From an optimization exercise on the open Yosys and OpenROAD flow, aimed at small area; shortcuts taken in it are not production practice.
Only simulation tests tie the RTL to the original design; equivalence was not proved.
No activity file was given, so power comes from the tool's default toggle rates.

### flow/config.mk
export PLATFORM = sky130hd
export DESIGN_NAME = fs_dither_stream
export DESIGN_NICKNAME = fs_dither_stream
export VERILOG_FILES = /design/flow/design.v
export SDC_FILE = /design/flow/constraint.sdc
export NUM_CORES = 4
export LEC_CHECK = 0
export CAP_MARGIN = 50
export CORE_MARGIN = 2
export CORE_UTILIZATION = 50
export SLEW_MARGIN = 50
export SYNTH_HIERARCHICAL = 1
### flow/constraint.sdc
create_clock -name core_clock -period 12.0 [get_ports {clk_in}]
set_input_delay 2.4000 -clock core_clock [delete_from_list [all_inputs] [get_ports {clk_in}]]
set_output_delay 2.4000 -clock core_clock [all_outputs]
set_load 0.01 [all_outputs]
### flow/design.v
`default_nettype none
module fs_dither_stream #(
    parameter int PIX_W    = 8,
    parameter int OUT_W    = 1,
    parameter int H_PIXELS = 320,
    parameter int V_LINES  = 240,
    parameter int ERR_W    = PIX_W + 3
) (
    input  logic                                  clk_in,
    input  logic                                  rst_in,
    input  logic [PIX_W-1:0]                      pixel_in,
    input  logic [10:0]                           hcount_in,
    input  logic [9:0]                            vcount_in,
    input  logic                                  valid_in,
    input  logic [PIX_W-1:0]                      threshold_in,
    output logic [OUT_W-1:0]                      pixel_out,
    output logic [10:0]                           hcount_out,
    output logic [9:0]                            vcount_out,
    output logic [$clog2(H_PIXELS*V_LINES)-1:0]   addr_out,
    output logic                                  valid_out
);
    localparam int c_addr_w = $clog2(H_PIXELS * V_LINES);
    localparam int c_hw     = $clog2(H_PIXELS);       
    localparam int c_vw     = $clog2(V_LINES);        
    localparam int c_mw     = 9;                      
    localparam int c_sw     = 10;                     
    localparam int c_ngrp   = (H_PIXELS + 15) / 16;   
    function automatic logic [11:0] f_add(input logic [11:0] a, input logic [11:0] b,
                                          input logic cin);
        logic c;
        c = cin;
        for (int i = 0; i < 12; i++) begin
            f_add[i] = a[i] ^ b[i] ^ c;
            c        = (a[i] & b[i]) | (a[i] & c) | (b[i] & c);
        end
    endfunction
    logic              r_phase;                  
    logic [c_mw-1:0]   r_mem [0:H_PIXELS-1];
    logic              w_we;
    logic [c_mw-1:0]   w_wdata;
    logic w_accept;
    assign w_accept = valid_in && (hcount_in < 11'(H_PIXELS))
                      && (vcount_in < 10'(V_LINES));
    logic [15:0]       w_rlo_n;
    logic [c_ngrp-1:0] w_rhi_n;
    always_comb begin
        for (int j = 0; j < 16; j++)
            w_rlo_n[j] = (hcount_in[3:0] != 4'(j));
        for (int g = 0; g < c_ngrp; g++)
            w_rhi_n[g] = (hcount_in[c_hw-1:4] != (c_hw-4)'(g));
    end
    logic [H_PIXELS-1:0] w_rsel;
    for (genvar i = 0; i < H_PIXELS; i++) begin : g_rsel
        fsd_nor2 u_sel (.a(w_rlo_n[i % 16]), .b(w_rhi_n[i / 16]), .y(w_rsel[i]));
    end
    localparam int c_nleaf = (H_PIXELS + 11) / 12;
    logic [c_mw-1:0] w_leaf [0:c_nleaf-1];
    logic [c_mw-1:0] w_rd_raw;
    for (genvar k = 0; k < c_nleaf; k++) begin : g_leaf
        for (genvar b = 0; b < c_mw; b++) begin : g_bit
            logic [3:0] w_aoi;
            for (genvar t = 0; t < 4; t++) begin : g_aoi
                localparam int c0 = 12 * k + 3 * t;
                if (c0 + 2 < H_PIXELS) begin : g_3
                    fsd_aoi222 u_aoi (
                        .a1(r_mem[c0][b]),     .a2(w_rsel[c0]),
                        .b1(r_mem[c0 + 1][b]), .b2(w_rsel[c0 + 1]),
                        .c1(r_mem[c0 + 2][b]), .c2(w_rsel[c0 + 2]),
                        .y(w_aoi[t]));
                end else if (c0 + 1 < H_PIXELS) begin : g_2
                    fsd_aoi22 u_aoi (
                        .a1(r_mem[c0][b]),     .a2(w_rsel[c0]),
                        .b1(r_mem[c0 + 1][b]), .b2(w_rsel[c0 + 1]),
                        .y(w_aoi[t]));
                end else if (c0 < H_PIXELS) begin : g_1
                    assign w_aoi[t] = ~(r_mem[c0][b] & w_rsel[c0]);
                end else begin : g_0
                    assign w_aoi[t] = 1'b1;
                end
            end
            if (12 * k + 9 < H_PIXELS) begin : g_n4
                fsd_nand4 u_or (.a(w_aoi[0]), .b(w_aoi[1]), .c(w_aoi[2]), .d(w_aoi[3]),
                                .y(w_leaf[k][b]));
            end else begin : g_n3
                fsd_nand3 u_or (.a(w_aoi[0]), .b(w_aoi[1]), .c(w_aoi[2]),
                                .y(w_leaf[k][b]));
            end
        end
    end
    always_comb begin
        w_rd_raw = '0;
        for (int k = 0; k < c_nleaf; k++)
            w_rd_raw = w_rd_raw | w_leaf[k];
    end
    logic signed [c_mw-1:0] w_rowerr;
    assign w_rowerr = (vcount_in == 10'd0) ? '0 : $signed(w_rd_raw ^ {c_mw{r_phase}});
    logic                   r_s0_valid;
    logic [PIX_W-1:0]       r_s0_thr;
    logic [c_hw-1:0]        r_s0_h;
    logic [c_vw-1:0]        r_s0_v;
    logic signed [c_sw-1:0] r_s0_sum;           
    always_ff @(posedge clk_in) begin
        r_s0_valid <= rst_in && w_accept;
        r_s0_thr   <= threshold_in;
        r_s0_h     <= hcount_in[c_hw-1:0];
        r_s0_v     <= vcount_in[c_vw-1:0];
        r_s0_sum   <= c_sw'(f_add(12'(pixel_in), 12'(w_rowerr), 1'b0));
    end
    logic                   r_last_ok;
    logic [c_hw-1:0]        r_out_h;
    logic [c_vw-1:0]        r_out_v;
    logic signed [7:0]      r_carry;            
    logic signed [7:0]      r_acc_a;            
    logic signed [4:0]      r_acc_b;            
    logic                   r_flush;
    logic                   w_carry_use;
    logic                   w_first, w_h_end, w_v_end;
    logic signed [c_sw-1:0] w_raw;
    logic [7:0]             w_v;
    logic                   w_q;
    logic signed [8:0]      w_err;
    logic signed [11:0]     w_ex, w_p7, w_p3, w_p5;
    logic signed [7:0]      w_s7, w_s5;
    logic signed [6:0]      w_s3;
    logic signed [4:0]      w_s1;
    logic signed [7:0]      w_base_a;
    logic signed [4:0]      w_base_b;
    logic signed [8:0]      w_pix_wdata;
    logic signed [7:0]      w_new_a;
    assign w_carry_use = r_last_ok && (r_out_v == r_s0_v)
                         && ((10'(r_out_h) + 10'd1) == 10'(r_s0_h));
    assign w_first = (r_s0_h == '0);
    assign w_h_end = (r_s0_h == c_hw'(H_PIXELS - 1));
    assign w_v_end = (r_s0_v == c_vw'(V_LINES - 1));
    assign w_raw = r_s0_sum + (w_carry_use ? c_sw'(r_carry) : '0);
    always_comb begin
        w_v = w_raw[7:0];
        if (w_raw[c_sw-1])     w_v = '0;
        else if (w_raw[8])     w_v = '1;
    end
    logic [11:0] w_inc;
    assign w_q   = (w_v >= r_s0_thr);
    assign w_inc = f_add({4'b0, w_v}, 12'b0, w_q);
    assign w_err = {w_inc[8] ^ w_q, w_inc[7:0]};
    assign w_ex = 12'(w_err);
    assign w_p7 = f_add(w_ex <<< 3, ~w_ex, 1'b1);
    assign w_p3 = (w_ex <<< 1) + w_ex;
    assign w_p5 = f_add(w_ex <<< 2, w_ex, 1'b0);
    assign w_s7 = 8'(w_p7 >>> 4);
    assign w_s3 = 7'(w_p3 >>> 4);
    assign w_s5 = 8'(w_p5 >>> 4);
    assign w_s1 = 5'(w_ex >>> 4);
    assign w_base_a = w_first ? '0 : r_acc_a;
    assign w_base_b = w_first ? '0 : r_acc_b;
    assign w_pix_wdata = 9'(w_base_a) + 9'(w_s3);
    assign w_new_a     = 8'(f_add(12'(w_base_b), 12'(w_s5), 1'b0));
    logic [c_hw-1:0] w_wcode;
    always_comb begin
        w_we    = 1'b0;
        w_wcode = r_s0_h;
        w_wdata = w_pix_wdata;
        if (r_s0_valid && !w_first && !w_v_end) begin
            w_we = rst_in;
        end else if (r_flush) begin
            w_we    = rst_in;
            w_wcode = c_hw'(H_PIXELS);
            w_wdata = 9'(r_acc_a);
        end
    end
    always_ff @(posedge clk_in) begin
        pixel_out <= w_q;
        if (!rst_in) begin
            valid_out <= 1'b0;
            r_last_ok <= 1'b0;
            r_acc_a   <= '0;
            r_acc_b   <= '0;
            r_flush   <= 1'b0;
        end else begin
            valid_out <= r_s0_valid;
            r_flush   <= 1'b0;
            if (r_s0_valid) begin
                r_last_ok <= 1'b1;
                r_acc_a   <= w_new_a;
                r_acc_b   <= w_h_end ? '0 : w_s1;
                r_flush   <= w_h_end && !w_v_end;
            end
        end
    end
    always_ff @(posedge clk_in) begin
        if (r_s0_valid) begin
            r_out_h <= r_s0_h;
            r_out_v <= r_s0_v;
            r_carry <= w_s7;
        end
    end
    assign hcount_out = 11'(r_out_h);
    assign vcount_out = 10'(r_out_v);
    logic [11:0] w_v5;
    assign w_v5     = f_add({2'b0, r_out_v, 2'b00}, {4'b0, r_out_v}, 1'b0);
    assign addr_out = {11'(f_add(w_v5, {9'b0, r_out_h[8:6]}, 1'b0)), r_out_h[5:0]};
    always_ff @(posedge clk_in) begin
        if (r_phase) r_phase <= 1'b0;
        else         r_phase <= 1'b1;
    end
    logic [c_mw-1:0] w_wd_n;
    assign w_wd_n = w_wdata ^ {c_mw{r_phase}};
    localparam int c_nwgrp = H_PIXELS / 16 + 1;
    logic [15:0]        w_wlo, w_wlo_n;
    logic [c_nwgrp-1:0] w_whi, w_whi_n;
    always_comb begin
        for (int j = 0; j < 16; j++) begin
            w_wlo[j]   = w_we && (w_wcode[3:0] == 4'(j));
            w_wlo_n[j] = ~w_wlo[j];
        end
        for (int g = 0; g < c_nwgrp; g++) begin
            w_whi[g]   = (w_wcode[c_hw-1:4] == (c_hw-4)'(g));
            w_whi_n[g] = ~w_whi[g];
        end
    end
    for (genvar i = 0; i < H_PIXELS; i++) begin : g_row
        logic            w_row_we, w_row_we_n;
        logic [c_mw-1:0] w_next;
        fsd_nor2  u_we  (.a(w_wlo_n[(i + 1) % 16]), .b(w_whi_n[(i + 1) / 16]),
                         .y(w_row_we));
        fsd_nand2 u_wen (.a(w_wlo[(i + 1) % 16]),   .b(w_whi[(i + 1) / 16]),
                         .y(w_row_we_n));
        for (genvar b = 0; b < c_mw; b++) begin : g_bit
            fsd_oai22 u_d (.a1(r_mem[i][b]), .a2(w_row_we),
                           .b1(w_wd_n[b]),   .b2(w_row_we_n), .y(w_next[b]));
        end
        always_ff @(posedge clk_in) begin
            r_mem[i] <= w_next;
        end
    end
endmodule
module fsd_oai22 (input logic a1, a2, b1, b2, output logic y);
    assign y = ~((a1 | a2) & (b1 | b2));
endmodule
module fsd_aoi222 (input logic a1, a2, b1, b2, c1, c2, output logic y);
    assign y = ~((a1 & a2) | (b1 & b2) | (c1 & c2));
endmodule
module fsd_aoi22 (input logic a1, a2, b1, b2, output logic y);
    assign y = ~((a1 & a2) | (b1 & b2));
endmodule
module fsd_nand4 (input logic a, b, c, d, output logic y);
    assign y = ~(a & b & c & d);
endmodule
module fsd_nand3 (input logic a, b, c, output logic y);
    assign y = ~(a & b & c);
endmodule
module fsd_nand2 (input logic a, b, output logic y);
    assign y = ~(a & b);
endmodule
module fsd_nor2 (input logic a, b, output logic y);
    assign y = ~(a | b);
endmodule
`default_nettype wire
### flow/flow/run.sh
#!/bin/bash
# Layout flow: the standard ORFS flow (standard.sh), with two changes
# passed to ORFS through its own variables:
#  * clock tree synthesis without dummy loads, leaf clusters of at most
#    15 sinks within 60 um, built from clkbuf_8;
#  * input and output ports buffered with the smallest buffer, buf_1.
# Everything else, the clock period and the constraints included, is the
# standard flow's. Each tool's output goes to the ORFS logs under orfs/;
# the driver output goes to flow_run.log here.
set -o pipefail
cd "$(dirname "$0")/.."
export CTS_ARGS="-sink_clustering_enable -repair_clock_nets -dont_use_dummy_load -sink_clustering_size 15 -sink_clustering_max_diameter 60 -buf_list sky130_fd_sc_hd__clkbuf_8"
export BUFFER_PORTS_ARGS="-buffer_cell sky130_fd_sc_hd__buf_1"
bash standard.sh > flow_run.log 2>&1
### flow/standard.sh
#!/bin/bash
# synth_recipe.tcl (not shown) runs the flow's synth.tcl, then flattens the netlist and writes it again
# the make line also repeats each setting of config.mk as NAME=value (left out here)
make -C /OpenROAD-flow-scripts/flow DESIGN_CONFIG=/design/flow/config.mk WORK_HOME=/design/flow/orfs CLKGATE_MAP_FILE= SYNTH_SCRIPT=/design/flow/synth_recipe.tcl "${@:-finish}"
==> flow_summary.toml <==
[synth]
syn_inst = 8736
synth_top_family_by_area = "compound AO/OA/AOI/OAI gates"
synth-compound-area-share = 0.291
synth_edf_count = 25
synthMuxAreaShare = 0.000862
synth_xor_area_frac = 0.00458
yosys.area_share.adder = 0.0141
seq_area_frac_synth = 0.612
synth_warnings = 10
ys_ff_latch = 2959
synthArstFlopShare = 0
ys.flop_type = "dfxtp_1"
syn_area_sq_um = 97200
synthSimpleGateAreaFrac = 0.0719
yosysUniqueCellTypes = 63
synth.avg_cell_area_sq_um = 11.1

[global_route]
grt_usage = 0.385
antenna_found_initial = 30
grt.overflow.total = 0
grt_max_degree = 122
grt_pass1_vias = 82774
grt_first_pass_wirelength_mm = 574

[final_layout]
synthToLayoutAreaGrowth_pct = 9.98
register_area_sq_um = 59500
layout.cells.non_filler = 11760
multi_input_area_sq_um = 38400
drive_above_1_share = 0.0730
fin_util = 0.554
fin_nets = 9331
fillers = 16749
fin_area_sq_um = 107000

[clock_tree]
cts_tree = "done"
cts_sinks = 2959
insertion_delay_ps = 1080
cts_setup_buffers = 0
holdBufCountCts = 0
path_clk_slew_ps = 100
clock-root-buffer = "clkbuf_8"
postCtsResizedCells = 0
cts_max_level = 4
cts-buffers-inserted = 224
clockBufferDepth = 3

[critical_path]
cpPeakStageDelay_ps = 550
rr_endpoint = "r_mem[142][6]"
crit_path_end = "r_mem[142][6]"
reg2reg_slack_ps = 1690
path_max_fanout = 89
slowest_stage = "edfxtp_1"
required_ps = 12870
ff2ff_path_depth = 44
crit_path_start = "r_out_h[0]"
worst_path_most_repeated_cell = "ha_1"
critical_path_class = "register to register"
worstPathArrival_ps = 11180
startpoint_type = "register"
reg2reg_from = "r_out_h[0]"
endpoint_kind = "register"

[sta]
final-hold-violation-count = 0
setup-tns-final_ps = 0
rsz0062_at_grt = "false"
max-slew-margin-rel = 0.408
fin_crit_ps = 10310
tightest_slew_ps = 880
slew_viol_final = 0
holdWs_ps = 446
fin_skew_ps = 118
fmax_mhz = 97.0
finalCritPeriodShare = 0.859
setup_violations = 0

[place]
place.gp.congestion = 0.998
dp_hpwl_mm = 257
post-place-cells = 11493
port_buffers = 75
dpl_cell_area_sq_um = 103000

[power]
ir_worst_vdd_v = 0.00181
powerDensity_nw_per_um2 = 341
leakagePower_nw = 36.4

[floorplanning]
die_area_sq_um = 198000
core-area_sq_um = 193000
io_pins = 80
rows = 161
die_w_um = 445
start_util = 0.504
die_h_um = 445

[status]
outcome = "no timing/DRC/antenna violations"

[route]
drt_iter0_markers = 15998
ant_nets = 0
wirelength_mm = 399
drcViolationCount = 0
routed-via-count = 90270
via_per_inst = 7.68
dr.pass1.iters = 15
met2_length_mm = 168
dr.max_layer_used = "met5"
wire_per_inst_um = 33.9
dr_wl_met3_mm = 53.4
wl_met1_mm = 153

[run]
maxCapViolations = 0

[worst_hold_path]
hold_class = "register to register"
min_from = "r_mem[64][3]"
-- per-stage QoR --
step | total power [mW] | worst slack [ps]
after global routing | 37.1 | 980
final | 36.5 | 1690
after CTS | 35.6 | 1750
after detailed placement | 30.9 | 1680
after global placement | 30.3 | 574
after floorplan | 17.8 | -2180
-- worst min path at each step --
| stage | to | cells after the start |
|---|---|---|
| floorplan | r_out_h[4] | 0 |
| global placement | r_mem[36][7] | 1 |
| detailed placement | r_mem[267][5] | 1 |
| CTS | r_mem[71][7] | 1 |
| global route | r_mem[44][8] | 1 |
| finish | r_mem[64][3] | 1 |
-- sequential cells by signal (all words and copies together), names as in the netlist --
register    cells
r_mem        2880
r_s0_sum       10
r_out_h         9
r_s0_h          9
r_acc_a         8
r_carry         8
r_out_v         8
r_s0_thr        8
r_s0_v          8
r_acc_b         5
pixel_out       1
r_flush         1
r_last_ok       1
r_phase         1
r_s0_valid      1
valid_out       1
-- layout by cell type (no fill, tap or decap), drive strengths merged, types with 3 or more instances in the layout --
| master | synthesis | routed |
|---|---|---|
| nor2b | 35 | 35 |
| a222oi | 954 | 954 |
| a21oi | 17 | 17 |
| xor2 | 8 | 8 |
| nand4 | 258 | 258 |
| or4 | 5 | 5 |
| mux2i | 8 | 8 |
| o211a | 3 | 3 |
| a31oi | 3 | 3 |
| fa | 36 | 36 |
| diode | 0 | 33 |
| and2 | 14 | 14 |
| nand3 | 52 | 52 |
| a21boi | 6 | 6 |
| o21a | 15 | 15 |
| conb | 1 | 4 |
| edfxtp | 25 | 25 |
| a22oi | 9 | 9 |
| nor3b | 7 | 7 |
| or3 | 4 | 4 |
| o21ai | 28 | 28 |
| nand2 | 384 | 384 |
| nand2b | 13 | 13 |
| o22ai | 2882 | 2882 |
| inv | 102 | 102 |
| nor4 | 59 | 59 |
| ha | 52 | 52 |
| xnor2 | 42 | 42 |
| a21o | 4 | 4 |
| buf | 16 | 264 |
| dfxtp | 2934 | 2934 |
| clkbuf | 14 | 227 |
| nor2 | 698 | 698 |
| nor3 | 23 | 23 |
-- Yosys cell counts, types with 4 or more instances --
| cell | n | share of area |
|---|---|---|
| nor4_1 | 59 | 0.0038 |
| xor2_1 | 7 | 0.00063 |
| a21boi_0 | 5 | 0.00039 |
| a222oi_1 | 954 | 0.098 |
| ha_1 | 52 | 0.0067 |
| edfxtp_1 | 25 | 0.0077 |
| nand4_1 | 258 | 0.017 |
| a21o_1 | 4 | 0.00031 |
| nand2b_1 | 13 | 0.00084 |
| o22ai_1 | 2882 | 0.19 |
| nor2_1 | 698 | 0.027 |
| nor3b_1 | 7 | 0.00054 |
| o21ai_0 | 25 | 0.0013 |
| o21a_1 | 15 | 0.0012 |
| fa_1 | 36 | 0.0074 |
| and2_1 | 14 | 0.00090 |
| nor3_1 | 23 | 0.0012 |
| buf_4 | 11 | 0.00085 |
| clkbuf_1 | 14 | 0.00054 |
| a21oi_1 | 17 | 0.00087 |
| buf_2 | 4 | 0.00021 |
| nor2b_1 | 35 | 0.0023 |
| inv_1 | 99 | 0.0038 |
| dfxtp_1 | 2934 | 0.60 |
| nand2_1 | 384 | 0.015 |
| a22oi_2 | 9 | 0.0012 |
| or4_1 | 5 | 0.00039 |
| xnor2_1 | 42 | 0.0038 |
| mux2i_1 | 7 | 0.00072 |
| nand3_1 | 52 | 0.0027 |
-- critical path, delay by kind of cell (launching register included) --
family	cells	cell delay, ps
flops	1	550
buf+inv	3	770
compound gates	15	2900
xor+xnor	5	900
simple gates	9	2150
fa+ha+maj	12	2700
-- report_power, final --
part	internal, mW	leakage [nW]	switching, mW
Clock	1.66	1.61	3.12
Sequential	9.89	27.1	0.0235
Combinational	5.67	7.71	16.1
Total	17.2	36.4	19.3
-- layer usage --
| metal | global-route usage | vias up |
|---|---|---|
| li1 | - | 38185 |
| met1 | 0.516 | 44292 |
| met2 | 0.555 | 6469 |
| met3 | 0.114 | 1306 |
| met4 | 0.212 | 18 |
| met5 | 0.00269 | - |
-- Yosys stat by module, one instance, submodules excluded --
| module | cells | times used | flops+latches | area [sq um] |
|---|---|---|---|---|
| fs_dither_stream | 3690 | 1 | 2959 | 64400 |
| fsd_aoi22 | 1 | 9 | 0 | 12.5 |
| fsd_aoi222 | 1 | 954 | 0 | 10.0 |
| fsd_nand2 | 1 | 320 | 0 | 3.75 |
| fsd_nand3 | 1 | 9 | 0 | 5.00 |
| fsd_nand4 | 1 | 234 | 0 | 6.26 |
| fsd_nor2 | 1 | 640 | 0 | 3.75 |
| fsd_oai22 | 1 | 2880 | 0 | 6.26 |
-- logic make-up (layout without fill, tap and decap cells) --
logic type	Yosys count	count (layout)
AOI/OAI and AO/OA	3939	3939
xor gates and xnor gates	50	50
other	1	37
buffers and inverters	132	594
adders and majority gates	88	88
and+or+nand+nor	1559	1559
DFF	2959	2959
muxes	8	8
-- layout make-up --
cell class / instances / share of cell area
Clock buffer: 224 / 0.0288
Sequential cell: 2959 / 0.556
Tap cell: 2526 / 0.0296
Multi-Input combinational cell: 5648 / 0.359
Antenna cell: 33 / 0.000772
Timing Repair Buffer: 268 / 0.0221
Inverter: 102 / 0.00367

## static timing again, ports no longer ideal
In the flow no input, the clock included, has a driving cell. The finished layout below was timed again as built, in two steps.
Step 1 assumes that a clkbuf_16 drives the clock port and a buf_2 every other input.
Step 2 also shifts input and output timing later by t, the mid clock arrival at the registers, as if the neighbouring blocks saw the same clock.
Three values: ideal, step 1, step 2; two values: the first two.
t (ns): 1.120
setup WS [ns]: 1.686 / 1.686 / 1.217
latest minus earliest clock arrival (ns): 0.118 / 0.118
slew at the worst register clock pin (ns): 0.10 / 0.10
cell pins on the clock port's net: 1
After both steps setup and hold are still met in this run. The setup slack of this run moves by 0.000 ns with the drivers and by -0.469 ns with both steps.
